Source: an optimization exercise on an open RTL-to-GDS flow (aim: small area, a short achievable clock period and few clock cycles per item). Production flows keep margins and buffers that such runs may drop.
Where RTL was checked, it was by simulation tests only, not by an equivalence proof against the original.
For run 1, only the layout was checked, not whether the RTL still works.

`flow/constraint.sdc`:
```
create_clock -name core_clock -period 8.0 [get_ports {clk}]
set_input_delay 1.6000 -clock core_clock [delete_from_list [all_inputs] [get_ports {clk}]]
set_output_delay 1.6000 -clock core_clock [all_outputs]
set_load 0.01 [all_outputs]
```
`flow/run.sh`:
```
#!/bin/bash
# synth_recipe.tcl (not shown) runs the flow's synth.tcl, then flattens the netlist and writes it again
# the make line also repeats each setting of config.mk as NAME=value (left out here)
make -C /OpenROAD-flow-scripts/flow DESIGN_CONFIG=/design/flow/config.mk WORK_HOME=/design/flow/orfs CLKGATE_MAP_FILE= SYNTH_SCRIPT=/design/flow/synth_recipe.tcl finish
```
`flow/design.v`:
```
package jac_pkg;
    localparam int ADC_BITS_DEF = 10;
    localparam int SPD_W        = 8;
    localparam int NUM_AXES     = 4;
    localparam int OUT_W        = 40;
    localparam logic [6:0] TICK_MAX       = 7'd127;
    localparam logic [6:0] INTERVAL_RESET = 7'd100;
    localparam logic [7:0] MAX_SPEED_RESET = 8'd2;
    localparam logic [7:0] SPEED_DIV_RESET = 8'd20;
    localparam int LANE_LAT = 10;
endpackage
module jac_axis_lane (
    input  logic       clk,
    input  logic [9:0] sample,
    input  logic [9:0] origin,
    input  logic [9:0] axis_min,
    input  logic [9:0] axis_max,
    input  logic [7:0] ms1,          
    input  logic [9:0] ms3,          
    input  logic [7:0] dv1,          
    input  logic [9:0] dv3,          
    output logic [7:0] speed,
    output logic       neg,
    output logic [7:0] uprod,        
    output logic       sat_g         
);
    localparam logic [6:0] PCT_FULL = 7'd100;
    function automatic logic fix(input logic a, input logic zero, input logic clamp,
                                 input int j);
        fix = zero ? 1'b0 : (clamp ? PCT_FULL[j] : a);
    endfunction
    function automatic logic [8:0] qstep4(input logic [6:0] rem, input logic [1:0] bb,
                                          input logic [7:0] d1, input logic [9:0] d3);
        logic [10:0] s1, s2, s3;
        logic [1:0]  k;
        logic [8:0]  t, r;
        t  = {rem, bb};
        s1 = {2'b0, t} - {3'b0, d1};
        s2 = {2'b0, t} - {2'b0, d1, 1'b0};
        s3 = {2'b0, t} - {1'b0, d3};
        if (!s3[10])      begin k = 2'd3; r = s3[8:0]; end
        else if (!s2[10]) begin k = 2'd2; r = s2[8:0]; end
        else if (!s1[10]) begin k = 2'd1; r = s1[8:0]; end
        else              begin k = 2'd0; r = t;       end
        qstep4 = {k, r[6:0]};
    endfunction
    function automatic logic [13:0] pstep4(input logic [11:0] hi, input logic [9:0] sp,
                                           input logic [11:0] sp3);
        logic [12:0] s1, s2, s3;
        logic [1:0]  k;
        logic [11:0] r;
        s1 = {1'b0, hi} - {3'b0, sp};
        s2 = {1'b0, hi} - {2'b0, sp, 1'b0};
        s3 = {1'b0, hi} - {1'b0, sp3};
        if (!s3[12])      begin k = 2'd3; r = s3[11:0]; end
        else if (!s2[12]) begin k = 2'd2; r = s2[11:0]; end
        else if (!s1[12]) begin k = 2'd1; r = s1[11:0]; end
        else              begin k = 2'd0; r = hi;       end
        pstep4 = {k, r};
    endfunction
    function automatic logic [9:0] msel(input logic [1:0] k, input logic [7:0] m1,
                                        input logic [9:0] m3);
        case (k)
            2'd0: msel = 10'd0;
            2'd1: msel = {2'b0, m1};
            2'd2: msel = {1'b0, m1, 1'b0};
            default: msel = m3;
        endcase
    endfunction
    logic [10:0] a_diff, a_ndiff, a_sn, a_sp;
    logic        a_neg;
    always_comb
    begin
        a_diff  = {1'b0, sample} - {1'b0, origin};
        a_ndiff = {1'b0, origin} - {1'b0, sample};
        a_sn    = {1'b0, origin} - {1'b0, axis_min};
        a_sp    = {1'b0, axis_max} - {1'b0, origin};
        a_neg   = a_diff[10];
    end
    logic [9:0]  ra_dlt;
    logic [10:0] ra_spn;
    logic        ra_neg;
    always_ff @(posedge clk)
    begin
        ra_dlt <= a_neg ? a_ndiff[9:0] : a_diff[9:0];
        ra_spn <= a_neg ? a_sn : a_sp;
        ra_neg <= a_neg;
    end
    logic [10:0] b_cmp;
    always_comb
        b_cmp = {1'b0, ra_dlt} - {1'b0, ra_spn[9:0]};
    logic [16:0] rb_n;
    logic [9:0]  rb_sp;
    logic [11:0] rb_sp3;
    logic        rb_neg, rb_zero, rb_clamp;
    always_ff @(posedge clk)
    begin
        rb_n     <= {1'b0, ra_dlt, 6'd0} + {2'b0, ra_dlt, 5'd0} + {5'b0, ra_dlt, 2'd0};
        rb_sp    <= ra_spn[9:0];
        rb_sp3   <= {2'b0, ra_spn[9:0]} + {1'b0, ra_spn[9:0], 1'b0};
        rb_neg   <= ra_neg;
        rb_zero  <= ra_spn[10] || (ra_spn[9:0] == 10'd0);
        rb_clamp <= !b_cmp[10];
    end
    logic [13:0] d1_p;
    always_comb
        d1_p = pstep4(rb_n[16:5], rb_sp, rb_sp3);
    logic [14:0] r1_r;
    logic [9:0]  r1_sp;
    logic [11:0] r1_sp3;
    logic        r1_neg, r1_zero, r1_clamp;
    logic [1:0]  r1_a;
    always_ff @(posedge clk)
    begin
        r1_r     <= {d1_p[9:0], rb_n[4:0]};
        r1_sp    <= rb_sp;
        r1_sp3   <= rb_sp3;
        r1_neg   <= rb_neg;
        r1_zero  <= rb_zero;
        r1_clamp <= rb_clamp;
        r1_a     <= {fix(d1_p[13], rb_zero, rb_clamp, 6), fix(d1_p[12], rb_zero, rb_clamp, 5)};
    end
    logic [13:0] d2_p;
    logic [8:0]  d2_q;
    always_comb
    begin
        d2_p = pstep4(r1_r[14:3], r1_sp, r1_sp3);
        d2_q = qstep4(7'd0, r1_a, dv1, dv3);
    end
    logic [12:0] r2_r;
    logic [9:0]  r2_sp;
    logic [11:0] r2_sp3;
    logic        r2_neg, r2_zero, r2_clamp;
    logic [1:0]  r2_a;
    logic [6:0]  r2_qr;
    logic [1:0]  r2_q;
    logic [9:0]  r2_z;
    always_ff @(posedge clk)
    begin
        r2_r     <= {d2_p[9:0], r1_r[2:0]};
        r2_sp    <= r1_sp;
        r2_sp3   <= r1_sp3;
        r2_neg   <= r1_neg;
        r2_zero  <= r1_zero;
        r2_clamp <= r1_clamp;
        r2_a     <= {fix(d2_p[13], r1_zero, r1_clamp, 4), fix(d2_p[12], r1_zero, r1_clamp, 3)};
        r2_qr    <= d2_q[6:0];
        r2_q     <= d2_q[8:7];
        r2_z     <= msel(r1_a, ms1, ms3);
    end
    logic [13:0] d3_p;
    logic [8:0]  d3_q;
    always_comb
    begin
        d3_p = pstep4(r2_r[12:1], r2_sp, r2_sp3);
        d3_q = qstep4(r2_qr, r2_a, dv1, dv3);
    end
    logic [10:0] r3_r;
    logic [9:0]  r3_sp;
    logic        r3_neg, r3_zero, r3_clamp;
    logic [1:0]  r3_a;
    logic [6:0]  r3_qr;
    logic [3:0]  r3_q;
    logic [11:0] r3_z;
    always_ff @(posedge clk)
    begin
        r3_r     <= {d3_p[9:0], r2_r[0]};
        r3_sp    <= r2_sp;
        r3_neg   <= r2_neg;
        r3_zero  <= r2_zero;
        r3_clamp <= r2_clamp;
        r3_a     <= {fix(d3_p[13], r2_zero, r2_clamp, 2), fix(d3_p[12], r2_zero, r2_clamp, 1)};
        r3_qr    <= d3_q[6:0];
        r3_q     <= {r2_q, d3_q[8:7]};
        r3_z     <= {r2_z, 2'b0} + {2'b0, msel(r2_a, ms1, ms3)};
    end
    logic [11:0] d4_c;
    logic [8:0]  d4_q;
    always_comb
    begin
        d4_c = {1'b0, r3_r} - {2'b0, r3_sp};
        d4_q = qstep4(r3_qr, r3_a, dv1, dv3);
    end
    logic        r4_neg, r4_a0;
    logic [6:0]  r4_qr;
    logic [5:0]  r4_q;
    logic [13:0] r4_z;
    always_ff @(posedge clk)
    begin
        r4_neg <= r3_neg;
        r4_a0  <= fix(!d4_c[11], r3_zero, r3_clamp, 0);
        r4_qr  <= d4_q[6:0];
        r4_q   <= {r3_q, d4_q[8:7]};
        r4_z   <= {r3_z, 2'b0} + {4'b0, msel(r3_a, ms1, ms3)};
    end
    logic [8:0] d5_t;
    always_comb
        d5_t = {1'b0, r4_qr, r4_a0} - {1'b0, dv1};
    logic        r5_neg;
    logic [6:0]  r5_q;
    logic [14:0] r5_z;
    always_ff @(posedge clk)
    begin
        r5_neg <= r4_neg;
        r5_q   <= {r4_q, !d5_t[8]};
        r5_z   <= {r4_z, 1'b0} + (r4_a0 ? {7'b0, ms1} : 15'd0);
    end
    logic [14:0] f1_pp [7];
    logic [14:0] f1_s1, f1_c1, f1_s2, f1_c2, f1_s3, f1_c3, f1_s4, f1_c4, f1_s5, f1_c5;
    logic        f1_hi;
    always_comb
    begin
        f1_hi = 1'b0;
        for (int i = 0; i < 7; i++)
        begin
            f1_pp[i] = r5_q[i] ? 15'({r5_z, 7'd0} >> (7 - i)) : 15'd0;
            f1_pp[i][14] = 1'b0;
            f1_hi = f1_hi || (r5_q[i] && ((r5_z >> (14 - i)) != 15'd0));
        end
        f1_s1 = f1_pp[0] ^ f1_pp[1] ^ f1_pp[2];
        f1_c1 = ((f1_pp[0] & f1_pp[1]) | (f1_pp[0] & f1_pp[2]) | (f1_pp[1] & f1_pp[2])) << 1;
        f1_s2 = f1_pp[3] ^ f1_pp[4] ^ f1_pp[5];
        f1_c2 = ((f1_pp[3] & f1_pp[4]) | (f1_pp[3] & f1_pp[5]) | (f1_pp[4] & f1_pp[5])) << 1;
        f1_s3 = f1_s1 ^ f1_c1 ^ f1_pp[6];
        f1_c3 = ((f1_s1 & f1_c1) | (f1_s1 & f1_pp[6]) | (f1_c1 & f1_pp[6])) << 1;
        f1_s4 = f1_s2 ^ f1_c2 ^ f1_s3;
        f1_c4 = ((f1_s2 & f1_c2) | (f1_s2 & f1_s3) | (f1_c2 & f1_s3)) << 1;
        f1_s5 = f1_s4 ^ f1_c4 ^ f1_c3;
        f1_c5 = ((f1_s4 & f1_c4) | (f1_s4 & f1_c3) | (f1_c4 & f1_c3)) << 1;
        f1_hi = f1_hi || f1_s1[14] || f1_c1[14] || f1_s2[14] || f1_c2[14] || f1_s3[14]
              || f1_c3[14] || f1_s4[14] || f1_c4[14] || f1_s5[14] || f1_c5[14];
    end
    logic        r6_neg, r6_sat;
    logic [13:0] r6_s, r6_c;
    always_ff @(posedge clk)
    begin
        r6_neg <= r5_neg;
        r6_sat <= f1_hi;
        r6_s   <= f1_s5[13:0];
        r6_c   <= f1_c5[13:0];
    end
    logic [14:0] f2_x;
    always_comb
        f2_x = {1'b0, r6_s} + {1'b0, r6_c};
    logic        r7_neg, r7_sat;
    logic [13:0] r7_x;
    always_ff @(posedge clk)
    begin
        r7_neg <= r6_neg;
        r7_sat <= r6_sat || (f2_x >= 15'd12800);
        r7_x   <= f2_x[13:0];
    end
    logic [11:0] g_y;
    logic [16:0] g_t1, g_t2, g_t3, g_t4, g_s1, g_c1, g_s2, g_c2, g_p;
    always_comb
    begin
        g_y  = r7_x[13:2];
        g_t1 = {g_y, 5'd0};
        g_t2 = {2'b0, g_y, 3'd0};
        g_t3 = {5'b0, g_y};
        g_t4 = ~{10'd0, g_y[11:5]};
        g_s1 = g_t1 ^ g_t2 ^ g_t3;
        g_c1 = ((g_t1 & g_t2) | (g_t1 & g_t3) | (g_t2 & g_t3)) << 1;
        g_s2 = g_s1 ^ g_c1 ^ g_t4;
        g_c2 = ((g_s1 & g_c1) | (g_s1 & g_t4) | (g_c1 & g_t4)) << 1;
        g_p  = g_s2 + (g_c2 | {16'd0, g_y[4:0] == 5'd0});
    end
    logic [6:0] r8_s;
    logic       r8_neg;
    always_ff @(posedge clk)
    begin
        r8_s   <= g_p[16:10] | {7{r7_sat}};
        r8_neg <= r7_neg;
    end
    assign sat_g = r7_sat;
    logic [7:0] h_pp [4];
    logic [7:0] h_s1, h_c1, h_s2, h_c2;
    always_comb
    begin
        speed = r8_neg ? 8'(-{1'b0, r8_s}) : {1'b0, r8_s};
        neg   = r8_neg;
        for (int i = 0; i < 4; i++)
        begin
            case ((i < 3) ? r8_s[2*i +: 2] : {1'b0, r8_s[6]})
                2'd0: h_pp[i] = 8'd0;
                2'd1: h_pp[i] = 8'(dv1 << (2 * i));
                2'd2: h_pp[i] = 8'(dv1 << (2 * i + 1));
                default: h_pp[i] = 8'(dv3 << (2 * i));
            endcase
        end
        h_s1 = h_pp[0] ^ h_pp[1] ^ h_pp[2];
        h_c1 = ((h_pp[0] & h_pp[1]) | (h_pp[0] & h_pp[2]) | (h_pp[1] & h_pp[2])) << 1;
        h_s2 = h_s1 ^ h_c1 ^ h_pp[3];
        h_c2 = ((h_s1 & h_c1) | (h_s1 & h_pp[3]) | (h_c1 & h_pp[3])) << 1;
        uprod = h_s2 + h_c2;
    end
endmodule
import jac_pkg::*;
module joystick_axes_to_cursor_motion_unit #(
    parameter int ADC_BITS = jac_pkg::ADC_BITS_DEF
) (
    input  logic                          clk,
    input  logic                          rst_n,
    input  logic                          s_axis_tvalid,
    output logic                          s_axis_tready,
    input  logic [((4*ADC_BITS+8)/8)*8-1:0] s_axis_tdata,
    output logic                          m_axis_tvalid,
    input  logic                          m_axis_tready,
    output logic [jac_pkg::OUT_W-1:0]     m_axis_tdata,
    input  logic                          cfg_we,
    input  logic [2:0]                    cfg_addr,
    input  logic [(ADC_BITS > 8 ? ADC_BITS : 8)-1:0] cfg_data
);
    localparam int QD = 6;               
    localparam int FD = LANE_LAT + 4;    
    logic [9:0] origin_reg [NUM_AXES];
    logic [9:0] amin_reg, amax_reg;
    logic [7:0] max_speed_reg, speed_div_reg;
    logic [6:0] ticks_reg, interval_reg;
    logic       rdy_reg;
    logic       pend_reg;            
    logic [FD-1:0] fed_reg;          
    logic       ivl_wait_reg;        
    logic       allow1_reg;          
    logic       spec_reg;            
    logic       spec_fed_reg;        
    logic       early_reg;           
    logic       dfix_reg;            
    logic       dfix_s_reg;          
    logic       dfix_fed_reg;        
    logic [1:0] rb_cnt_reg;          
    logic       res_done_reg;        
    logic [QD-1:0] q_v, q_upd, q_prs;  
    logic          out_valid_reg, out_upd_reg, out_prs_reg;
    logic [35:0]   out_res_reg;
    logic [9:0]  smp_reg [NUM_AXES];
    logic [7:0]  spd_reg [3];
    logic [7:0]  spd3_reg;
    logic [7:0]  u1_reg, u2_reg;     
    logic        n1_reg, n2_reg;     
    logic [9:0]  rsel_reg, osel_reg;  
    logic [3:0]  flag_reg;           
    logic [7:0]  lane_speed, lane_uprod;
    logic        lane_neg;
    logic [7:0]  dv1_reg;            
    logic [9:0]  dv3_reg, ms3_reg;   
    logic [6:0]  ivl127_reg;         
    logic        nz127_reg;          
    logic        lane_sat;
    logic [7:0]  u127, m127;
    always_ff @(posedge clk)
    begin
        dv1_reg <= (speed_div_reg == 8'd0) ? 8'd1 : speed_div_reg;
        dv3_reg <= (speed_div_reg == 8'd0) ? 10'd3
                 : {2'b0, speed_div_reg} + {1'b0, speed_div_reg, 1'b0};
        ms3_reg <= {2'b0, max_speed_reg} + {1'b0, max_speed_reg, 1'b0};
        ivl127_reg <= (m127 >= 8'd100) ? 7'd1 : 7'(8'd100 - m127);
        nz127_reg  <= u127 != 8'd0;
    end
    always_comb
    begin
        u127 = {dv1_reg[0], 7'd0} - dv1_reg;
        m127 = u127[7] ? 8'(-u127) : u127;
    end
    jac_axis_lane u_lane (
        .clk       (clk),
        .sample    (rsel_reg),
        .origin    (osel_reg),
        .axis_min  (amin_reg),
        .axis_max  (amax_reg),
        .ms1       (max_speed_reg),
        .ms3       (ms3_reg),
        .dv1       (dv1_reg),
        .dv3       (dv3_reg),
        .speed     (lane_speed),
        .neg       (lane_neg),
        .uprod     (lane_uprod),
        .sat_g     (lane_sat)
    );
    logic       in_fire, report;
    logic [6:0] ticks_inc;
    logic       out_take, out_load, feed_go, res_last;
    logic       cap_x, cap_y, cap_x2;
    logic       head_ok;
    logic [QD-1:0] q_v_next, q_upd_next, q_prs_next, q_kept;
    logic       ivl_s, ivl_x, ivl_y, resolve, spec_keep, spec_drop, res_win;
    logic       ivl_wait_next, allow1_next, spec_next, spec_fed_next;
    logic       early_next, pend_next;
    logic [6:0] ticks_next, ivl_after;
    logic [FD-1:0] fed_next;
    logic       smp_free_next;
    logic [7:0] m_sel, m_mag;
    logic signed [7:0] vx, vy;
    logic [6:0] ivl_new;
    always_comb
    begin
        in_fire   = s_axis_tvalid && rdy_reg;
        ticks_inc = (ticks_reg == TICK_MAX) ? TICK_MAX : ticks_reg + 7'd1;
        report    = ivl_wait_reg ? !allow1_reg : (ticks_reg >= interval_reg);
        out_take  = out_valid_reg && m_axis_tready;
        cap_x     = fed_reg[LANE_LAT];
        cap_y     = fed_reg[LANE_LAT + 1];
        cap_x2    = fed_reg[LANE_LAT + 2];
        res_last  = fed_reg[LANE_LAT + 3];
        head_ok   = q_v[0] && (!q_upd[0] || res_done_reg || res_last);
        out_load  = head_ok && (!out_valid_reg || m_axis_tready);
        ivl_s   = fed_reg[LANE_LAT - 1] && lane_sat && nz127_reg && !dfix_reg;
        ivl_x   = cap_y && (u1_reg != 8'd0) && !early_reg;
        ivl_y   = cap_x2 && (u2_reg == 8'd0) && (u1_reg != 8'd0) && !early_reg;
        resolve = ivl_s || ivl_x || (cap_x2 && !early_reg);
        m_sel     = u1_reg;
        m_mag     = m_sel[7] ? 8'(-m_sel) : m_sel;
        ivl_new   = (m_mag >= 8'd100) ? 7'd1 : 7'(8'd100 - m_mag);
        ivl_after = ivl_s ? ivl127_reg : (ivl_x || ivl_y) ? ivl_new : interval_reg;
        vx        = n2_reg ? 8'(-u2_reg) : u2_reg;
        vy        = n1_reg ? 8'(-u1_reg) : u1_reg;
        spec_keep = resolve && spec_reg && (ivl_after == 7'd1);
        spec_drop = resolve && spec_reg && (ivl_after != 7'd1);
        res_win   = fed_reg[LANE_LAT - 1] || cap_y || cap_x2;
        feed_go   = (pend_reg || (in_fire && report)) && !(spec_reg && res_win)
                 && !fed_reg[0] && !fed_reg[1] && !fed_reg[2]
                 && (rb_cnt_reg == 2'd0
                     || (rb_cnt_reg == 2'd1 && q_upd[0] && (!out_valid_reg || m_axis_tready)));
        for (int i = 0; i < QD; i++)
        begin
            q_kept[i] = out_load ? ((i < QD - 1) ? q_v[(i + 1) % QD] : 1'b0) : q_v[i];
            if (q_kept[i])
            begin
                q_upd_next[i] = out_load ? q_upd[(i + 1) % QD] : q_upd[i];
                q_prs_next[i] = out_load ? q_prs[(i + 1) % QD] : q_prs[i];
            end
            else
            begin
                q_upd_next[i] = report;
                q_prs_next[i] = !s_axis_tdata[NUM_AXES*ADC_BITS];
            end
            q_v_next[i] = q_kept[i] || (in_fire && (i == 0 || q_kept[(i + QD - 1) % QD]));
        end
        if (dfix_reg)
            for (int i = 1; i < QD; i++)
                if (q_v[i] && (i == QD - 1 || !q_v[(i + 1) % QD]))
                begin
                    if (out_load)
                        q_upd_next[i - 1] = 1'b0;
                    else
                        q_upd_next[i] = 1'b0;
                end
        fed_next = {fed_reg[FD-2:0], feed_go};
        if (dfix_reg)
        begin
            fed_next[LANE_LAT-3:2] = '0;
            if (!dfix_s_reg)
                fed_next[LANE_LAT+2:LANE_LAT-2] = '0;
        end
        pend_next = (pend_reg || (in_fire && report)) && !feed_go && !spec_drop;
        ticks_next = ticks_reg;
        if (in_fire)
            ticks_next = report ? 7'd0 : ticks_inc;
        if (spec_drop)
            ticks_next = 7'd2;
        ivl_wait_next = ivl_wait_reg;
        allow1_next   = allow1_reg;
        spec_next     = spec_reg;
        spec_fed_next = spec_fed_reg || (spec_reg && feed_go);
        if (resolve)
        begin
            if (spec_keep)
            begin
                spec_next   = 1'b0;
                allow1_next = 1'b1;
            end
            else
            begin
                ivl_wait_next = 1'b0;
                spec_next     = 1'b0;
            end
        end
        if (in_fire)
        begin
            if (!ivl_wait_reg)
            begin
                ivl_wait_next = report;
                allow1_next   = report;
            end
            else if (allow1_reg)
                allow1_next   = 1'b0;
            else
            begin
                spec_next     = 1'b1;
                spec_fed_next = feed_go;
            end
        end
        if (!spec_next)
            spec_fed_next = 1'b0;
        early_next = cap_x2 ? 1'b0 : (ivl_s || ivl_x) ? 1'b1 : early_reg;
        smp_free_next = !pend_next && !fed_next[0] && !fed_next[1];
    end
    always_ff @(posedge clk or negedge rst_n)
    begin
        if (!rst_n)
        begin
            ticks_reg     <= '0;
            interval_reg  <= INTERVAL_RESET;
            rdy_reg       <= 1'b1;
            pend_reg      <= 1'b0;
            fed_reg       <= '0;
            ivl_wait_reg  <= 1'b0;
            allow1_reg    <= 1'b0;
            spec_reg      <= 1'b0;
            spec_fed_reg  <= 1'b0;
            early_reg     <= 1'b0;
            dfix_reg      <= 1'b0;
            dfix_s_reg    <= 1'b0;
            dfix_fed_reg  <= 1'b0;
            rb_cnt_reg    <= '0;
            res_done_reg  <= 1'b0;
            q_v           <= '0;
            q_upd         <= '0;
            q_prs         <= '0;
            out_valid_reg <= 1'b0;
            out_upd_reg   <= 1'b0;
            out_prs_reg   <= 1'b0;
            for (int i = 0; i < NUM_AXES; i++)
                origin_reg[i] <= 10'd512;
            amin_reg      <= '0;
            amax_reg      <= 10'd1023;
            max_speed_reg <= MAX_SPEED_RESET;
            speed_div_reg <= SPEED_DIV_RESET;
        end
        else
        begin
            ticks_reg <= ticks_next;
            if (ivl_s || ivl_x || ivl_y)
                interval_reg <= ivl_after;
            rdy_reg      <= !q_v_next[QD-1]
                         && (resolve || !ivl_wait_next || allow1_next
                             || (!spec_next && ticks_next == 7'd1 && smp_free_next
                                 && !fed_next[LANE_LAT-1] && !fed_next[LANE_LAT+1]
                                 && !fed_next[LANE_LAT+2]));
            ivl_wait_reg <= ivl_wait_next;
            allow1_reg   <= allow1_next;
            spec_reg     <= spec_next;
            spec_fed_reg <= spec_fed_next;
            early_reg    <= early_next;
            pend_reg <= pend_next;
            fed_reg  <= fed_next;
            rb_cnt_reg <= rb_cnt_reg + 2'(feed_go) - 2'(out_load && q_upd[0])
                        - 2'(dfix_reg && dfix_fed_reg);
            dfix_reg     <= spec_drop;
            dfix_s_reg   <= ivl_s;
            dfix_fed_reg <= spec_fed_reg;
            if (out_load && q_upd[0])
                res_done_reg <= 1'b0;
            else if (res_last)
                res_done_reg <= 1'b1;
            q_v   <= q_v_next;
            q_upd <= q_upd_next;
            q_prs <= q_prs_next;
            if (out_load)
            begin
                out_valid_reg <= 1'b1;
                out_upd_reg   <= q_upd[0];
                out_prs_reg   <= q_prs[0];
            end
            else if (m_axis_tready)
                out_valid_reg <= 1'b0;
            if (cfg_we)
            begin
                case (cfg_addr)
                    3'd0: origin_reg[0] <= cfg_data[9:0];
                    3'd1: origin_reg[1] <= cfg_data[9:0];
                    3'd2: origin_reg[2] <= cfg_data[9:0];
                    3'd3: origin_reg[3] <= cfg_data[9:0];
                    3'd4: amin_reg      <= cfg_data[9:0];
                    3'd5: amax_reg      <= cfg_data[9:0];
                    3'd6: max_speed_reg <= cfg_data[7:0];
                    3'd7: speed_div_reg <= cfg_data[7:0];
                    default: ;
                endcase
            end
        end
    end
    always_ff @(posedge clk)
    begin
        if (in_fire && report)
            for (int i = 0; i < NUM_AXES; i++)
                smp_reg[i] <= s_axis_tdata[i*ADC_BITS +: ADC_BITS];
        if (cap_x)
            spd_reg[0] <= lane_speed;
        if (cap_y)
            spd_reg[1] <= lane_speed;
        if (cap_x2)
        begin
            spd_reg[2] <= lane_speed;
            flag_reg   <= {vy < -8'sd5, vy > 8'sd5, vx < -8'sd5, vx > 8'sd5};
        end
        if (out_load)
            out_res_reg <= q_upd[0] ? {flag_reg, res_last ? lane_speed : spd3_reg, spd_reg[2],
                                       spd_reg[1], spd_reg[0]}
                                    : 36'd0;
    end
    always_ff @(posedge clk)
        if (res_last)
            spd3_reg <= lane_speed;
    always_ff @(posedge clk)
    begin
        u1_reg <= lane_uprod;
        u2_reg <= u1_reg;
        n1_reg <= lane_neg;
        n2_reg <= n1_reg;
        if (fed_reg[0])
        begin
            rsel_reg <= smp_reg[1];
            osel_reg <= origin_reg[1];
        end
        else if (fed_reg[1])
        begin
            rsel_reg <= smp_reg[2];
            osel_reg <= origin_reg[2];
        end
        else if (fed_reg[2])
        begin
            rsel_reg <= smp_reg[3];
            osel_reg <= origin_reg[3];
        end
        else
        begin
            rsel_reg <= pend_reg ? smp_reg[0] : s_axis_tdata[ADC_BITS-1:0];
            osel_reg <= origin_reg[0];
        end
    end
    assign s_axis_tready = rdy_reg;
    assign m_axis_tvalid = out_valid_reg;
    assign m_axis_tdata  = {2'b00, out_upd_reg, out_prs_reg, out_res_reg};
endmodule
```
`flow/config.mk`:
```
export PLATFORM = sky130hd
export DESIGN_NAME = joystick_axes_to_cursor_motion_unit
export DESIGN_NICKNAME = joystick_axes_to_cursor_motion_unit
export VERILOG_FILES = /design/flow/design.v
export SDC_FILE = /design/flow/constraint.sdc
export NUM_CORES = 4
export LEC_CHECK = 0
export CAP_MARGIN = 20
export CORE_MARGIN = 2
export CORE_UTILIZATION = 65
export SETUP_SLACK_MARGIN = 5.0
export SLEW_MARGIN = 20
```
==> results of run 1 <==
-- layout make-up --
cell class / count / area, sq um / area share (%)
multi-input cells: 2512 / 20160 / 49.21
flip-flops and latches: 625 / 14370 / 35.08
clock buffers: 103 / 1983 / 4.841
repair buffers: 204 / 1858 / 4.536
inverters: 359 / 1405 / 3.430
well taps: 696 / 870.8 / 2.126
clock inverters: 22 / 282.8 / 0.6903
repair inverters: 2 / 32.53 / 0.07942
-- worst max-delay path, stage by stage, from the launching register on --
cell and delay, ns:
dfxtp_4 0.34, fa_1 0.51, fa_1 0.57, ha_4 0.22, a21o_1 0.18, a21oi_2 0.20, o22ai_4 0.10, o221ai_2 0.20
o21ai_2 0.09, or4_1 0.43, o21ai_2 0.09, a21oi_2 0.07
-- worst max path at each step --
stage / slack, ns / depth (start not counted) / start / end
finish: 4.89 / 11 / u_lane.r7_x[2]$_DFF_P_ / u_lane.r8_s[6]$_DFF_P_
detailed placement: 3.71 / 10 / m_axis_tready / rdy_reg$_DFF_PN1_
global route: 4.78 / 13 / u_lane.r7_x[2]$_DFF_P_ / u_lane.r8_s[6]$_DFF_P_
global placement: 3.70 / 10 / m_axis_tready / rdy_reg$_DFF_PN1_
floorplan: 4.80 / 9 / m_axis_tready / rb_cnt_reg[1]$_DFF_PN0_
CTS: 4.77 / 11 / u_lane.r8_s[0]$_DFF_P_ / u1_reg[7]$_DFF_P_
-- per-stage QoR --
stage	hold slack [ns]	util (%)
finish	0.3229	75.97
global route	0.3287	75.97
CTS	0.3255	74.18
detailed placement	0.3121	68.86
global placement	0.3113	68.86
floorplan	0.3096	-
-- placed cells by master (no fill, tap or decap), types with 15 or more instances in the layout --
master,synthesis,final
and2_1,123,122
edfxtp_1,104,104
dfxtp_1,383,344
nor2b_1,74,71
o21ai_0,207,191
nand2b_1,56,55
o21bai_1,26,26
a211oi_1,22,21
mux2i_1,75,75
dfstp_2,21,21
dlygate4sd2_1,0,25
dfxtp_4,0,19
nor3_1,58,52
nor2_1,224,218
xnor2_1,146,144
a21o_1,58,58
a21oi_2,0,17
nand3_1,32,30
nand3b_1,16,16
dfxtp_2,0,20
a31oi_1,17,16
xor2_1,61,61
a21boi_0,35,26
fa_1,99,96
inv_1,355,342
ha_1,361,347
o21a_1,26,26
clkbuf_8,0,15
clkdlybuf4s50_1,0,56
dfrtp_1,117,113
nand2_1,221,214
clkbuf_16,0,70
clkbuf_1,87,20
mux2_2,81,80
a21oi_1,241,224
buf_4,5,91
-- kinds of logic (layout without fill, tap and decap cells) --
group | Yosys count | after routing | share of synthesized area [%]
adders and majority gates | 460 | 460 | 18.30
xor gates and xnor gates | 207 | 207 | 5.104
and+or+nand+nor | 892 | 893 | 12.52
muxes | 156 | 156 | 4.681
AOI/OAI and AO/OA | 794 | 794 | 14.16
DFF | 625 | 625 | 40.17
buffers and inverters | 469 | 690 | 5.051
other | 1 | 2 | 0.01056
-- what timing repair did --
action / 4_1_cts / 5_1_grt
pin swaps: 26 / 44
resized for setup: 164 / 136
gates cloned: 3 / 2
buffers inserted: 35 / 52
setup endpoints to repair: 123 / 90
-- metal layers --
metal | part of all wire [%] | track usage, %
met5 | 0 | 0
met4 | 3.3 | 10.79
met3 | 4.7 | 4.007
met2 | 49 | 50.51
met1 | 43 | 37.69
==> impl_metrics.py, run 1 <==
metrics = {
    "run_status": {
        "status": "no timing/DRC/antenna violations",
    },
    "logic_synthesis": {
        "synth_cells": 3604,
        "avgSynthCellArea_sq_um": 9.856,
        "yosys-top-cells-area": "dfxtp_1, ha_1, edfxtp_1, dfrtp_1, fa_1",
        "ys_top_cells_by_count": "dfxtp_1, ha_1, inv_1",
        "yosysTopAreaCellShare_pct": 21.59,
        "synth-seq-cells": 625,
        "syn_area_sq_um": 35520,
        "async_flop_share_pct": 22.08,
        "yosysTopAreaCell": "dfxtp_1",
        "synth_edf_count": 104,
        "synth.most_common_cell": "dfxtp_1",
        "ys_seq_area_share_pct": 40.17,
        "synth_flop_cell": "dfxtp_1",
        "synth-warning-count": 7,
        "synth_cell_type_count": 90,
    },
    "global_route": {
        "gr-total-overflow": 0,
        "grt.total_usage_pct": 29.31,
        "grt_max_degree": 79,
        "grt_pass1_vias": 26628,
        "antenna_found_initial": 5,
        "grt_pass1_wl_um": 133400,
    },
    "placed_design": {
        "dp_slack_ns": 3.712,
        "placed_cell_area_sq_um": 37130,
        "port-buffer-count": 98,
        "dp.cells": 4305,
        "dp_hpwl_um": 60050,
        "place_congestion": 0.8719,
    },
    "cts": {
        "holdBufCountCts": 0,
        "cts_buffers": 68,
        "clock_latency_ns": 0.62,
        "htreeDepth": 3,
        "cts_tree": "done",
        "cts_max_path_buffers": 3,
        "cts_sinks": 625,
        "clockRootBuffer": "clkbuf_16",
        "clk_pin_slew_ns": 0.06,
    },
    "worst_setup_path": {
        "reg2reg_setup_slack_ns": 4.89,
        "rr_endpoint": "u_lane.r8_s[6]$_DFF_P_",
        "worstPathRequired_ns": 8.49,
        "critical_path.startpoint_type": "flip-flop",
        "crit_fanout": 2,
        "cp.arrival_ns": 3.60,
        "r2r-start": "u_lane.r7_x[2]$_DFF_P_",
        "worstSetupEndpointType": "flip-flop",
        "crit_type": "reg2reg",
        "reg2reg_depth": 11,
    },
    "route": {
        "drt_iter0_drc": 1391,
        "first_pass_iters": 5,
        "avgRoutedWirePerCell_um": 18.58,
        "vias": 26472,
        "routed_wl_um": 84020,
        "vias_per_cell": 5.853,
        "ant_nets": 0,
        "drt_drc_violations_left": 0,
    },
    "worst_hold_path": {
        "whs_path_depth": 0,
        "min_from": "u_lane.r3_q[2]$_DFF_P_",
        "hold_end": "u_lane.r4_q[4]$_DFF_P_",
        "hold_path_class": "reg2reg",
    },
    "floorplanning": {
        "io_pins": 108,
        "std_cell_rows": 85,
        "dieWidth_um": 237.8,
        "fp.dieH_um": 237.8,
        "dieArea_sq_um": 56530,
        "start_util_pct": 65.88,
        "core_sq_um": 53920,
    },
    "final_layout": {
        "drive_gt1_share_pct": 13.48,
        "antenna_cells": 0,
        "final_nets": 4298,
        "fill_cells": 3729,
        "instances_no_fill": 4523,
        "area_growth_pct": 15.32,
        "design_area_sq_um": 40960,
    },
    "timing": {
        "timing.setup.tns_ns": 0,
        "period_share_pct": 38.83,
        "fmax_ghz": 0.3219,
        "layout_min_cycle_time_ns": 3.107,
        "rsz0062_at_grt": "yes",
        "slew_headroom_pct": 23.40,
        "setup_ws_ns": 4.893,
        "tightest_slew_ns": 1.139,
        "setup_viol": 0,
        "skew_ns": 0.01904,
        "hold_viol_final": 0,
        "final-max-slew-violation-count": 0,
    },
    "run": {
        "drv_cap": 0,
    },
}
==> run 2, diff against run 1 <==
--- a/flow/design.v
+++ b/flow/design.v
@@ -337,6 +337,7 @@
     logic [7:0]  spd_reg [3];
     logic [7:0]  spd3_reg;
-    logic [7:0]  u1_reg, u2_reg;     
-    logic        n1_reg, n2_reg;     
+    logic [7:0]  u1_reg;             
+    logic        n1_reg;             
+    logic        xz_reg;             
     logic [9:0]  rsel_reg, osel_reg;  
     logic [3:0]  flag_reg;           
@@ -391,5 +392,5 @@
     logic       smp_free_next;
     logic [7:0] m_sel, m_mag;
-    logic signed [7:0] vx, vy;
+    logic signed [7:0] vx;
     logic [6:0] ivl_new;
     always_comb
@@ -407,5 +408,5 @@
         ivl_s   = fed_reg[LANE_LAT - 1] && lane_sat && nz127_reg && !dfix_reg;
         ivl_x   = cap_y && (u1_reg != 8'd0) && !early_reg;
-        ivl_y   = cap_x2 && (u2_reg == 8'd0) && (u1_reg != 8'd0) && !early_reg;
+        ivl_y   = cap_x2 && xz_reg && (u1_reg != 8'd0) && !early_reg;
         resolve = ivl_s || ivl_x || (cap_x2 && !early_reg);
         m_sel     = u1_reg;
@@ -413,6 +414,5 @@
         ivl_new   = (m_mag >= 8'd100) ? 7'd1 : 7'(8'd100 - m_mag);
         ivl_after = ivl_s ? ivl127_reg : (ivl_x || ivl_y) ? ivl_new : interval_reg;
-        vx        = n2_reg ? 8'(-u2_reg) : u2_reg;
-        vy        = n1_reg ? 8'(-u1_reg) : u1_reg;
+        vx        = n1_reg ? 8'(-u1_reg) : u1_reg;
         spec_keep = resolve && spec_reg && (ivl_after == 7'd1);
         spec_drop = resolve && spec_reg && (ivl_after != 7'd1);
@@ -589,9 +589,13 @@
             spd_reg[0] <= lane_speed;
         if (cap_y)
-            spd_reg[1] <= lane_speed;
+        begin
+            spd_reg[1]    <= lane_speed;
+            flag_reg[1:0] <= {vx < -8'sd5, vx > 8'sd5};
+            xz_reg        <= u1_reg == 8'd0;
+        end
         if (cap_x2)
         begin
             spd_reg[2] <= lane_speed;
-            flag_reg   <= {vy < -8'sd5, vy > 8'sd5, vx < -8'sd5, vx > 8'sd5};
+            flag_reg[3:2] <= {vx < -8'sd5, vx > 8'sd5};
         end
         if (out_load)
@@ -606,7 +610,5 @@
     begin
         u1_reg <= lane_uprod;
-        u2_reg <= u1_reg;
         n1_reg <= lane_neg;
-        n2_reg <= n1_reg;
         if (fed_reg[0])
         begin
==> flow/flow/run.sh (new file) <==
#!/bin/bash
# Standard ORFS layout (the standard.sh, standard synthesis unchanged),
# except that the port buffers inserted before global placement are buf_2
# cells instead of the cell buffer_ports picks by default.
set -euo pipefail
export BUFFER_PORTS_ARGS="-buffer_cell sky130_fd_sc_hd__buf_2"
bash standard.sh finish > standard_finish.log 2>&1
==> flow/standard.sh (new file) <==
#!/bin/bash
# synth_recipe.tcl (not shown) runs the flow's synth.tcl, then flattens the netlist and writes it again
# the make line also repeats each setting of config.mk as NAME=value (left out here)
make -C /OpenROAD-flow-scripts/flow DESIGN_CONFIG=/design/flow/config.mk WORK_HOME=/design/flow/orfs CLKGATE_MAP_FILE= SYNTH_SCRIPT=/design/flow/synth_recipe.tcl "${@:-finish}"
removed: flow/run.sh
==> run 2 against run 1 <==
Sequential cell count decreased by 8. Highest routed layer unchanged. Global-route usage decreased by 2.1 points. Still clean. Synthesized cell count decreased by 0.86%. Register-to-register slack got worse by 0.11 ns. Sequential share of layout area increased by 0.50 points.
==> impl_metrics.py, run 2 <==
metrics = {
    "logic_synthesis": {
        "synth_top_family_by_area": "adder cells",
        "synth_compound_area_share_pct": 13.74,
        "synthXorXnorAreaFrac_pct": 4.706,
        "ys_top_cells_by_count": "dfxtp_1, ha_1, inv_1",
        "avgSynthCellArea_sq_um": 9.889,
        "synth_flop_cell": "dfxtp_1",
        "syn_area_sq_um": 35330,
        "synth.mux.area_fraction_pct": 5.255,
        "synth.most_common_cell": "dfxtp_1",
        "synth-simple-area-share_pct": 13.04,
        "synth_cell_type_count": 93,
        "async_flop_share_pct": 22.37,
        "synthAdderAreaFrac_pct": 18.39,
        "yosysTopAreaCellShare_pct": 21.19,
        "yosys-top-cells-area": "dfxtp_1, ha_1, edfxtp_1, dfrtp_1, fa_1",
        "synth-warning-count": 7,
        "synth_edf_count": 105,
        "synth-seq-cells": 617,
        "synth_cells": 3573,
        "yosysTopAreaCell": "dfxtp_1",
        "ys_seq_area_share_pct": 39.96,
    },
    "timing": {
        "slew_headroom_pct": 25.70,
        "timing.setup.tns_ns": 0,
        "fmax_ghz": 0.3112,
        "tightest_slew_ns": 1.108,
        "hold_viol_final": 0,
        "rsz0062_at_grt": "yes",
        "setup_ws_ns": 4.786,
        "skew_ns": 0.02687,
        "final-max-slew-violation-count": 0,
        "setup_viol": 0,
        "period_share_pct": 40.17,
        "layout_min_cycle_time_ns": 3.214,
    },
    "worst_setup_path": {
        "crit_type": "reg2reg",
        "critical_path.startpoint_type": "flip-flop",
        "reg2reg_setup_slack_ns": 4.79,
        "cp.arrival_ns": 3.70,
        "worstSetupEndpointType": "flip-flop",
        "worstPathRequired_ns": 8.49,
        "crit_fanout": 4,
    },
    "cts": {
        "clk_pin_slew_ns": 0.06,
        "cts_tree": "done",
        "clock_latency_ns": 0.60,
        "cts_sinks": 617,
        "htreeDepth": 3,
        "holdBufCountCts": 0,
        "cts_max_path_buffers": 3,
        "clockRootBuffer": "clkbuf_16",
        "cts_buffers": 67,
    },
    "final_layout": {
        "layout_common_cells": "ha_1, dfxtp_1, inv_1",
        "area_growth_pct": 12.84,
        "final_nets": 4265,
        "mostFrequentLayoutCell": "ha_1",
        "postLayoutCoreUtil_pct": 74.09,
        "fill_cells": 3769,
        "drive_gt1_share_pct": 14.76,
    },
    "route": {
        "routed_wl_um": 76630,
        "drt_iter0_drc": 1401,
        "vias_per_cell": 5.718,
        "avgRoutedWirePerCell_um": 17.06,
        "first_pass_iters": 5,
        "drt_drc_violations_left": 0,
        "vias": 25685,
        "ant_nets": 0,
    },
    "global_route": {
        "grt_max_degree": 77,
        "grt_pass1_wl_um": 126300,
        "grt_pass1_vias": 26138,
        "antenna_found_initial": 3,
        "grt.total_usage_pct": 27.20,
        "gr-total-overflow": 0,
    },
    "floorplanning": {
        "core_sq_um": 53810,
        "fp.dieH_um": 237.1,
        "start_util_pct": 65.66,
        "std_cell_rows": 85,
        "dieWidth_um": 237.1,
        "dieArea_sq_um": 56240,
        "io_pins": 108,
    },
    "run": {
        "drv_cap": 0,
    },
    "placed_design": {
        "port-buffer-count": 98,
        "dp_hpwl_um": 55530,
        "dp_slack_ns": 4.269,
        "place_congestion": 0.8890,
    },
    "run_status": {
        "status": "no timing/DRC/antenna violations",
    },
    "worst_hold_path": {
        "hold_path_class": "reg2reg",
    },
}
[run 2: path summary, 6_finish.rpt]
kind,from,to,depth (start not counted)
hold reg to reg,u_lane.r4_q[1]$_SDFF_PN1_,u_lane.r5_q[2]$_DFF_P_,0
min in group asynchronous,rst_n,origin_reg[0][8]$_DFFE_PN0P_,1
setup reg to reg,u_lane.r7_x[4]$_DFF_P_,u_lane.r8_s[6]$_DFF_P_,13
hold / removal,u_lane.r4_q[1]$_SDFF_PN1_,u_lane.r5_q[2]$_DFF_P_,0
max in group asynchronous,rst_n,q_upd[0]$_DFF_PN0_,2
setup / recovery,u_lane.r7_x[4]$_DFF_P_,u_lane.r8_s[6]$_DFF_P_,13
[run 2: what timing repair did]
item,4_1_cts,5_1_grt
cloned,1,1
setup endpoints to repair,90,91
buffers inserted,28,58
gates resized for setup,77,81
pin swaps,9,32
[run 2: area by class of cell]
cell class	count	area [sq um]	area share [%]
Multi-Input combinational cell	2514	19910	49.93
Sequential cell	617	14190	35.59
Clock buffer	87	1867	4.682
Inverter	340	1309	3.283
Timing Repair Buffer	199	1306	3.276
Tap cell	696	870.8	2.184
Clock inverter	37	417.9	1.048
Antenna cell	2	5.005	0.01255
[run 2: worst max-delay path, cell delays in order (launching register included)]
cell	delay, ns
dfxtp_4	0.35
fa_1	0.55
fa_1	0.43
ha_1	0.33
a21o_1	0.17
a21oi_2	0.16
o21ai_2	0.09
a211oi_2	0.18
nor2_2	0.09
o41ai_4	0.29
buf_4	0.18
a21oi_2	0.06
xnor2_1	0.15
nand2b_1	0.07
[run 2: per-stage QoR]
step           cells  cell area, sq um  hold slack [ns]
2_1_floorplan   3574             35430           0.3096
3_3_place_gp    4277             36420           0.3100
3_5_place_dp    4277             36420           0.3121
4_1_cts         4430             39140           0.3238
5_1_grt         4492             39870           0.3281
6_report        4492             39870           0.3239
[run 2: cell families after synthesis]
family / after synthesis
buf+inv: 444
mux: 175
simple gates: 910
other cells: 1
xor+xnor: 189
fa+ha+maj: 460
flops: 617
compound gates: 777
[run 2: per-layer routing]
metal  global-route usage (%)  share of wire, %  up-vias
li1                         -                 -    12629
met1                    36.06                45    12418
met2                    47.17                49      521
met3                    3.182               4.3      117
met4                    7.909               2.2        0
met5                        0                 0        -
Testbench counts of run 2, summed over its fixed seeds: cycles 36,773, items 25,600.
==> run 3, diff against run 2 <==
--- a/flow/config.mk
+++ b/flow/config.mk
@@ -8,5 +8,6 @@
 export CAP_MARGIN = 20
 export CORE_MARGIN = 2
-export CORE_UTILIZATION = 65
+export CORE_UTILIZATION = 55
+export PLACE_DENSITY = 0.75
 export SETUP_SLACK_MARGIN = 5.0
 export SLEW_MARGIN = 20
==> run 3 against run 2 <==
Register-to-register slack improved by 0.02 ns. Still clean. Cell area about the same. Synthesized area did not move. Largest cell class unchanged.
==> impl_metrics.py, run 3 <==
metrics = {
    "global_route": {
        "grt.total_usage_pct": 21.80,
        "grt_pass1_wl_um": 119600,
        "grt_max_degree": 76,
        "gr-total-overflow": 0,
        "grt_pass1_vias": 24487,
        "antenna_found_initial": 0,
    },
    "timing": {
        "final-max-slew-violation-count": 0,
        "timing.setup.tns_ns": 0,
        "rsz0062_at_grt": "yes",
        "hold_viol_final": 0,
        "period_share_pct": 39.97,
        "slew_headroom_pct": 36.61,
        "setup_viol": 0,
        "skew_ns": 0.02793,
        "fmax_ghz": 0.3127,
        "layout_min_cycle_time_ns": 3.198,
        "setup_ws_ns": 4.802,
        "tightest_slew_ns": 0.9509,
    },
    "placed_design": {
        "place_congestion": 0.8754,
        "port-buffer-count": 98,
        "dp_slack_ns": 4.264,
        "dp_hpwl_um": 52730,
        "dp.cells": 4430,
    },
    "logic_synthesis": {
        "async_flop_share_pct": 22.37,
        "yosysTopAreaCellShare_pct": 21.19,
        "avgSynthCellArea_sq_um": 9.889,
        "synth.most_common_cell": "dfxtp_1",
        "ys_seq_area_share_pct": 39.96,
        "synthAdderAreaFrac_pct": 18.39,
        "ys_top_cells_by_count": "dfxtp_1, ha_1, inv_1",
        "yosys-top-cells-area": "dfxtp_1, ha_1, edfxtp_1, dfrtp_1, fa_1",
        "synth-seq-cells": 617,
        "synth_cell_type_count": 93,
        "synth_top_family_by_area": "adder cells",
        "synth_compound_area_share_pct": 13.74,
        "synth-simple-area-share_pct": 13.04,
        "synth.mux.area_fraction_pct": 5.255,
        "yosysTopAreaCell": "dfxtp_1",
        "synth_flop_cell": "dfxtp_1",
        "synth_edf_count": 105,
        "synth-warning-count": 7,
        "synth_cells": 3573,
        "synthXorXnorAreaFrac_pct": 4.706,
        "syn_area_sq_um": 35330,
    },
    "worst_setup_path": {
        "cpMostUsedCell": "xnor2_1",
        "crit_chain": "inv_1 > ha_4 > a22oi_1 > nor2_1 > a21oi_2 > fa_1 > inv_1 > ha_1 > ha_1 > a21o_1 > a21oi_2 > xnor2_1 > xnor2_1 > xnor2_1",
        "crit_path_top_delay_cell": "fa_1",
        "critPathMaxStageDelay_ns": 0.57,
        "worstPathRequired_ns": 8.53,
        "crit_type": "reg2reg",
        "crit_fanout": 8,
        "reg2reg_setup_slack_ns": 4.80,
        "crit_buf_inv": 2,
        "worstSetupEndpointType": "flip-flop",
        "cp.arrival_ns": 3.73,
        "cp_top_family": "adder cells",
        "critical_path.startpoint_type": "flip-flop",
    },
    "final_layout": {
        "multiInputGateArea_sq_um": 19850,
        "postLayoutCoreUtil_pct": 62.92,
        "instances_no_fill": 4623,
        "final_nets": 4251,
        "layout_common_cells": "ha_1, dfxtp_1, inv_1",
        "final-seq-area_sq_um": 14190,
        "antenna_cells": 0,
        "area_growth_pct": 12.75,
        "fill_cells": 5106,
        "drive_gt1_share_pct": 14.06,
        "mostFrequentLayoutCell": "ha_1",
    },
    "cts": {
        "clk_pin_slew_ns": 0.06,
        "cts_max_path_buffers": 3,
        "cts_sinks": 617,
        "clock_latency_ns": 0.63,
        "clockRootBuffer": "clkbuf_16",
        "cts_buffers": 68,
        "htreeDepth": 3,
        "cts_tree": "done",
    },
    "route": {
        "routed_wl_um": 73630,
        "drt-met1-wl_um": 33980,
        "first_pass_iters": 7,
        "drt_drc_violations_left": 0,
        "avgRoutedWirePerCell_um": 15.93,
        "dr_wl_met3_um": 3144,
        "vias": 25292,
        "wl_met2_um": 34490,
        "drt_iter0_drc": 1749,
        "vias_per_cell": 5.471,
        "top_layer_used": "met4",
        "ant_nets": 0,
    },
    "floorplanning": {
        "dieArea_sq_um": 66290,
        "std_cell_rows": 92,
        "fp.dieH_um": 257.5,
        "dieWidth_um": 257.5,
        "io_pins": 108,
        "core_sq_um": 63310,
        "start_util_pct": 55.81,
    },
    "worst_hold_path": {
        "hold_path_class": "reg2reg",
    },
    "run": {
        "drv_cap": 0,
    },
    "run_status": {
        "status": "no timing/DRC/antenna violations",
    },
}
-- run 3: cell counts after synthesis --
No cell type changed its count.
-- run 3: per-stage QoR --
stage / hold slack, ns / area (sq um)
after floorplan: 0.3096 / 35430
after CTS: 0.3193 / 39260
after detailed placement: 0.3121 / 36620
after global placement: 0.3108 / 36620
final: 0.3176 / 39840
after global routing: 0.3215 / 39840
-- run 3: layout make-up --
class / instances / area share (%)
sequential: 617 / 35.61
multi-input combinational: 2516 / 49.83
clock inverter: 30 / 0.7946
clock buffer: 92 / 4.856
tap: 846 / 2.657
timing repair buffer: 182 / 2.965
inverter: 340 / 3.285
-- run 3: final timing paths --
check,end,depth (start not counted),from
worst max-delay path,u1_reg[7]$_DFF_P_,14,u_lane.r8_s[0]$_DFF_P_
worst min-delay path,u_lane.r1_r[2]$_DFF_P_,0,u_lane.rb_n[2]$_DFF_P_
worst max register to register,u1_reg[7]$_DFF_P_,14,u_lane.r8_s[0]$_DFF_P_
worst min register to register,u_lane.r1_r[2]$_DFF_P_,0,u_lane.rb_n[2]$_DFF_P_
max in group asynchronous,max_speed_reg[3]$_DFFE_PN0P_,2,rst_n
min in group asynchronous,q_prs[5]$_DFFE_PN0P_,1,rst_n
-- run 3: routing by layer --
layer / vias up / track usage (%)
met4: 0 / 7.498
met2: 513 / 36.51
li1: 12586 / -
met5: - / 0
met1: 12061 / 28.90
met3: 132 / 3.142
-- run 3: cells by family (layout without fill, tap and decap cells) --
family / after synthesis / in the layout
AOI/OAI and AO/OA: 777 / 778
xor gates and xnor gates: 189 / 189
adders and majority gates: 460 / 460
buffers and inverters: 444 / 644
DFF: 617 / 617
muxes: 175 / 175
other: 1 / 2
and+or+nand+nor: 910 / 912
-- run 3: what timing repair did --
action	CTS	global route
pin swaps	11	26
buffers inserted	23	43
gates resized for setup	70	66
setup endpoints to repair	71	79
cloned	2	2
hold buffers	0	0
-- run 3: worst reg2reg max path, stage by stage, from the launching register on --
cell and delay (ns):
dfxtp_4 0.38, inv_1 0.15, ha_4 0.23, a22oi_1 0.11, nor2_1 0.14, a21oi_2 0.07
fa_1 0.57, inv_1 0.05, ha_1 0.34, ha_1 0.30, a21o_1 0.19, a21oi_2 0.15
xnor2_1 0.15, xnor2_1 0.18, xnor2_1 0.15
==> run 4, diff against run 3 <==
--- a/flow/config.mk
+++ b/flow/config.mk
@@ -9,5 +9,5 @@
 export CORE_MARGIN = 2
 export CORE_UTILIZATION = 55
-export PLACE_DENSITY = 0.75
+export CTS_BUF_LIST = sky130_fd_sc_hd__clkbuf_4 sky130_fd_sc_hd__clkbuf_8
 export SETUP_SLACK_MARGIN = 5.0
 export SLEW_MARGIN = 20
==> run 4 against run 3 <==
Die area unchanged. Cell area increased by 1.2%. Worst hold slack got worse by 0.0070 ns. Highest routed layer unchanged.
==> impl_metrics.py, run 4 <==
metrics = {
    "run_status": {
        "status": "no timing/DRC/antenna violations",
    },
    "placed_design": {
        "port-buffer-count": 98,
        "placed_cell_area_sq_um": 36620,
        "dp_hpwl_um": 58440,
        "place_congestion": 0.8595,
        "dp.cells": 4431,
        "dp_slack_ns": 4.273,
    },
    "cts": {
        "cts_max_path_buffers": 3,
        "clockRootBuffer": "clkbuf_8",
        "cts_sinks": 617,
        "cts_tree": "done",
        "cts_buffers": 101,
        "clk_pin_slew_ns": 0.06,
        "htreeDepth": 3,
        "clock_latency_ns": 0.72,
    },
    "logic_synthesis": {
        "async_flop_share_pct": 22.37,
        "synth_flop_cell": "dfxtp_1",
        "synth_top_family_by_area": "adder cells",
        "synthAdderAreaFrac_pct": 18.39,
        "synth-warning-count": 7,
        "synth.most_common_cell": "dfxtp_1",
        "synthXorXnorAreaFrac_pct": 4.706,
        "synth_edf_count": 105,
        "avgSynthCellArea_sq_um": 9.889,
        "yosys-top-cells-area": "dfxtp_1, ha_1, edfxtp_1, dfrtp_1, fa_1",
        "syn_area_sq_um": 35330,
        "synth_compound_area_share_pct": 13.74,
        "synth-seq-cells": 617,
        "ys_seq_area_share_pct": 39.96,
        "synth-simple-area-share_pct": 13.04,
        "synth_cells": 3573,
        "ys_top_cells_by_count": "dfxtp_1, ha_1, inv_1",
        "synth_cell_type_count": 93,
        "yosysTopAreaCellShare_pct": 21.19,
        "synth.mux.area_fraction_pct": 5.255,
        "yosysTopAreaCell": "dfxtp_1",
    },
    "worst_setup_path": {
        "crit_path_top_delay_cell": "fa_1",
        "worstPathRequired_ns": 8.58,
        "reg2reg_setup_slack_ns": 4.92,
        "cpMostUsedCell": "fa_1",
        "critPathMaxStageDelay_ns": 0.56,
        "crit_fanout": 3,
        "cp_top_family": "adder cells",
        "cp.arrival_ns": 3.66,
        "rr_endpoint": "u_lane.r8_s[2]$_DFF_P_",
        "worstSetupEndpointType": "flip-flop",
        "critical_path.startpoint_type": "flip-flop",
        "reg2reg_depth": 13,
        "crit_chain": "fa_1 > fa_1 > ha_4 > a21o_1 > a21oi_2 > o21ai_2 > a211oi_2 > nor2_2 > buf_4 > o21a_1 > nor2_1 > xor2_1 > nand2b_1",
        "path_depth": 13,
        "crit_type": "reg2reg",
        "r2r-start": "u_lane.r7_x[4]$_DFF_P_",
        "crit_buf_inv": 1,
    },
    "timing": {
        "hold_viol_final": 0,
        "tightest_slew_ns": 0.9704,
        "whs_ns": 0.3106,
        "fmax_ghz": 0.3244,
        "rsz0062_at_grt": "yes",
        "slew_headroom_pct": 35.31,
        "setup_ws_ns": 4.917,
        "final-max-slew-violation-count": 0,
        "setup_viol": 0,
        "layout_min_cycle_time_ns": 3.083,
        "skew_ns": 0.05512,
        "period_share_pct": 38.54,
        "timing.setup.tns_ns": 0,
    },
    "global_route": {
        "grtUsageMet2_pct": 39.22,
        "antenna_found_initial": 1,
        "grt_pass1_wl_um": 129500,
        "grt.total_usage_pct": 23.82,
        "use_met3_pct": 3.980,
        "grt_pass1_vias": 25823,
        "grt_max_degree": 77,
        "grt_use_met1_pct": 32.68,
        "gr-total-overflow": 0,
        "grt_busiest_layer": "met2",
    },
    "final_layout": {
        "mostFrequentLayoutCell": "ha_1",
        "drive_gt1_share_pct": 17.11,
        "instances_no_fill": 4706,
        "design_area_sq_um": 40300,
        "final_nets": 4298,
        "area_growth_pct": 14.07,
        "postLayoutCoreUtil_pct": 63.66,
        "fill_cells": 5307,
        "layout_common_cells": "ha_1, dfxtp_1, inv_1",
    },
    "route": {
        "vias_per_cell": 5.419,
        "routed_wl_um": 79010,
        "ant_nets": 0,
        "drt_drc_violations_left": 0,
        "first_pass_iters": 5,
        "drt_iter0_drc": 1375,
        "vias": 25500,
        "avgRoutedWirePerCell_um": 16.79,
    },
    "worst_hold_path": {
        "hold_path_class": "reg2reg",
        "min_from": "u_lane.r1_r[2]$_DFF_P_",
        "whs_path_depth": 0,
        "hold_end": "u_lane.r2_r[2]$_DFF_P_",
    },
    "floorplanning": {
        "core_sq_um": 63310,
        "io_pins": 108,
        "fp.dieH_um": 257.5,
        "dieWidth_um": 257.5,
        "start_util_pct": 55.81,
        "dieArea_sq_um": 66290,
        "std_cell_rows": 92,
    },
    "run": {
        "drv_cap": 0,
    },
}
run 4: how the worst max path moves through the flow:
stage / start / to / slack [ns]
after CTS: u_lane.r7_x[4]$_DFF_P_ / u_lane.r8_s[4]$_DFF_P_ / 4.85
after detailed placement: dv1_reg[1]$_SDFF_PN0_ / u_lane.r3_qr[3]$_DFF_P_ / 4.27
after floorplan: s_axis_tvalid / rb_cnt_reg[1]$_DFF_PN0_ / 4.68
after global routing: u_lane.r7_x[4]$_DFF_P_ / u_lane.r8_s[6]$_DFF_P_ / 4.81
final: u_lane.r7_x[4]$_DFF_P_ / u_lane.r8_s[2]$_DFF_P_ / 4.92
after global placement: dv1_reg[1]$_SDFF_PN0_ / u_lane.r3_qr[3]$_DFF_P_ / 4.34
run 4: layout make-up:
| type | count | area [sq um] | share of cell area (%) |
|---|---|---|---|
| timing repair buffer | 199 | 1350 | 3.350 |
| multi-input combinational | 2513 | 20050 | 49.75 |
| clock buffer | 163 | 2006 | 4.977 |
| clock inverter | 26 | 330.3 | 0.8196 |
| antenna | 2 | 5.005 | 0.01242 |
| sequential | 617 | 14200 | 35.23 |
| tap | 846 | 1059 | 2.626 |
| inverter | 340 | 1306 | 3.241 |
run 4: cell families (layout without fill, tap and decap cells):
kind of cell	count (synthesis)	count (layout)
AO/OA/AOI/OAI	777	777
adder cells (fa/ha/maj)	460	460
other	1	4
multiplexers	175	175
XOR/XNOR	189	189
buffers and inverters	444	728
flip-flops	617	617
AND/OR/NAND/NOR	910	910
run 4: per-layer routing:
layer	wire length, um	vias to the layer above
met3	3336	119
met4	1494	0
met1	37430	12190
met5	0	-
met2	36750	476
li1	-	12715
run 4: timing repair:
item,in CTS,in global routing
gates cloned,0,1
hold buffers,0,0
gates resized for setup,93,95
pin swaps,24,35
endpoints found under the setup margin,103,85
setup buffers,37,46
==> run 5, diff against run 4 <==
--- a/flow/config.mk
+++ b/flow/config.mk
@@ -9,5 +9,6 @@
 export CORE_MARGIN = 2
 export CORE_UTILIZATION = 55
-export CTS_BUF_LIST = sky130_fd_sc_hd__clkbuf_4 sky130_fd_sc_hd__clkbuf_8
+export CTS_BUF_LIST = sky130_fd_sc_hd__clkbuf_8
+export CTS_CLUSTER_SIZE = 40
 export SETUP_SLACK_MARGIN = 5.0
 export SLEW_MARGIN = 20
==> run 5 against run 4 <==
Core utilization shrank 0.33 points. Worst hold slack lost 0.0015 ns. Worst setup slack hardly changed. Critical endpoint is now u_lane.r8_s[6]$_DFF_P_. Highest routed layer unchanged.
==> impl_metrics.py, run 5 <==
metrics = {
    "logic_synthesis": {
        "syn_area_sq_um": 35330,
        "async_flop_share_pct": 22.37,
        "synth_flop_cell": "dfxtp_1",
        "synth_cells": 3573,
        "ys_seq_area_share_pct": 39.96,
        "yosysTopAreaCell": "dfxtp_1",
        "synth_edf_count": 105,
        "synth-seq-cells": 617,
        "synth-warning-count": 7,
        "avgSynthCellArea_sq_um": 9.889,
        "yosys-top-cells-area": "dfxtp_1, ha_1, edfxtp_1, dfrtp_1, fa_1",
        "synth.most_common_cell": "dfxtp_1",
        "ys_top_cells_by_count": "dfxtp_1, ha_1, inv_1",
        "synth_cell_type_count": 93,
        "yosysTopAreaCellShare_pct": 21.19,
    },
    "worst_setup_path": {
        "cp.arrival_ns": 3.66,
        "r2r-start": "u_lane.r7_x[4]$_DFF_P_",
        "crit_fanout": 4,
        "reg2reg_depth": 13,
        "crit_type": "reg2reg",
        "worstPathRequired_ns": 8.58,
        "reg2reg_setup_slack_ns": 4.92,
        "worstSetupEndpointType": "flip-flop",
        "critical_path.startpoint_type": "flip-flop",
        "startpoint": "u_lane.r7_x[4]$_DFF_P_",
        "rr_endpoint": "u_lane.r8_s[6]$_DFF_P_",
    },
    "floorplanning": {
        "dieArea_sq_um": 66290,
        "fp.dieH_um": 257.5,
        "std_cell_rows": 92,
        "dieWidth_um": 257.5,
        "core_sq_um": 63310,
        "start_util_pct": 55.81,
        "io_pins": 108,
    },
    "final_layout": {
        "postLayoutCoreUtil_pct": 63.33,
        "final_nets": 4290,
        "drive_gt1_share_pct": 15.92,
        "mostFrequentLayoutCell": "inv_1",
        "area_growth_pct": 13.48,
        "layout_common_cells": "inv_1, ha_1, dfxtp_1",
    },
    "timing": {
        "setup_viol": 0,
        "layout_min_cycle_time_ns": 3.083,
        "fmax_ghz": 0.3243,
        "final-max-slew-violation-count": 0,
        "slew_headroom_pct": 35.32,
        "hold_viol_final": 0,
        "period_share_pct": 38.54,
        "rsz0062_at_grt": "yes",
        "skew_ns": 0.05737,
        "timing.setup.tns_ns": 0,
        "whs_ns": 0.3091,
        "tightest_slew_ns": 0.9702,
    },
    "route": {
        "ant_nets": 0,
        "drt_iter0_drc": 1404,
        "drt_drc_violations_left": 0,
        "vias": 25492,
        "first_pass_iters": 5,
        "avgRoutedWirePerCell_um": 16.77,
        "routed_wl_um": 78760,
        "vias_per_cell": 5.426,
    },
    "global_route": {
        "antenna_found_initial": 1,
        "grt_pass1_wl_um": 129300,
        "gr-total-overflow": 0,
        "grt_max_degree": 77,
        "grt_pass1_vias": 25805,
        "grt.total_usage_pct": 23.78,
    },
    "placed_design": {
        "place_congestion": 0.8595,
        "dp_hpwl_um": 58440,
        "port-buffer-count": 98,
    },
    "cts": {
        "htreeDepth": 3,
        "clockRootBuffer": "clkbuf_8",
        "cts_max_path_buffers": 3,
        "clk_pin_slew_ns": 0.06,
        "cts_sinks": 617,
        "cts_buffers": 101,
        "clock_latency_ns": 0.72,
        "holdBufCountCts": 0,
        "cts_tree": "done",
    },
    "run": {
        "drv_cap": 0,
    },
    "worst_hold_path": {
        "hold_path_class": "reg2reg",
        "hold_end": "u_lane.r2_r[2]$_DFF_P_",
        "min_from": "u_lane.r1_r[2]$_DFF_P_",
        "whs_path_depth": 0,
    },
    "run_status": {
        "status": "no timing/DRC/antenna violations",
    },
}
==> run 5: layout make-up <==
class                      instances  area [sq um]
fill                            5322         23210
tap                              846          1059
sequential                       617         14200
inverter                         340          1303
clock buffer                     125          1720
clock inverter                    64         473.0
multi-input combinational       2513         20050
antenna                            2         5.005
timing repair buffer             191          1290
==> run 5: how the worst max path moves through the flow <==
stage / endpoint / slack (ns) / cells past startpoint
after floorplan: rb_cnt_reg[1]$_DFF_PN0_ / 4.68 / 8
after global placement: u_lane.r3_qr[3]$_DFF_P_ / 4.34 / 11
after detailed placement: u_lane.r3_qr[3]$_DFF_P_ / 4.27 / 11
after CTS: u_lane.r8_s[4]$_DFF_P_ / 4.85 / 13
after global routing: u_lane.r3_z[11]$_DFF_P_ / 4.78 / 14
final: u_lane.r8_s[6]$_DFF_P_ / 4.92 / 13
==> run 5: critical path, stage by stage (launching register included) <==
cell      delay (ns)
dfxtp_4         0.35
fa_1            0.56
fa_1            0.46
ha_4            0.24
a21o_1          0.16
a21oi_2         0.18
o21ai_2         0.10
a211oi_2        0.18
nor2_2          0.08
o41ai_4         0.21
buf_6           0.17
a21oi_2         0.06
xnor2_1         0.14
nand2b_1        0.07
==> run 5: logic make-up after synthesis <==
family	Yosys count	share of synthesized area [%]
other cells	1	0.01061
flops	617	39.96
simple gates	910	13.04
xor+xnor	189	4.706
compound gates	777	13.74
fa+ha+maj	460	18.39
buf+inv	444	4.898
mux	175	5.255
==> run 5: timing repair <==
action	in CTS	in global routing
endpoints found under the hold margin	0	0
resized for setup	93	94
cloned	0	1
buffers inserted	37	38
setup endpoints to repair	101	86
pin swaps	24	35
==> run 5: routing by layer <==
layer	part of all wire (%)	wire length, um	global-route usage, %	vias to the layer above
li1	-	-	-	12697
met1	47	37210	32.66	12164
met2	47	36640	39.13	519
met3	4.4	3482	4.009	112
met4	1.8	1421	5.909	0
met5	0	0	0	-
==> run 5: through the flow <==
step | setup WS (ns) | instance area [sq um] | std cells
6_report | 4.917 | 40100 | 4698
5_1_grt | 4.783 | 40100 | 4698
4_1_cts | 4.846 | 39420 | 4657
3_5_place_dp | 4.273 | 36620 | 4431
3_3_place_gp | 4.339 | 36620 | 4431
2_1_floorplan | 4.680 | 35430 | 3574

[separate check: timing with driven ports]
No port has a modelled driver above. Below, the same layouts with a new extraction and two added sets of constraints. Step 1 sets driving cells, clkbuf_16 on the clock port and buf_2 on the other inputs (assumed; they add their load-dependent delay and slew). Step 2 times the ports against the registers' clock, not the clock port: input delays grow and output delays shrink by t, the midpoint of the rising clock arrivals with the driver on. a / b / c = ideal / step 1 / step 2; a / b = the first two.
| run | shift t [ns] | setup WS [ns] | clock arrival spread, ns | pins driven straight from the clock port |
|---|---|---|---|---|
| run 1 | 0.673 | 4.893 / 4.893 / 4.437 | 0.021 / 0.021 | 1 |
| run 2 | 0.643 | 4.786 / 4.786 / 4.559 | 0.028 / 0.028 | 1 |
| run 3 | 0.670 | 4.802 / 4.802 / 4.491 | 0.034 / 0.034 | 1 |
| run 4 | 0.755 | 4.917 / 4.917 / 4.552 | 0.058 / 0.058 | 1 |
| run 5 | 0.748 | 4.917 / 4.917 / 4.552 | 0.059 / 0.059 | 1 |
After both steps setup and hold are still met in every run listed. For run 1, which loses most, drivers alone change the setup slack by 0.000 ns; drivers and shift together by -0.456 ns.
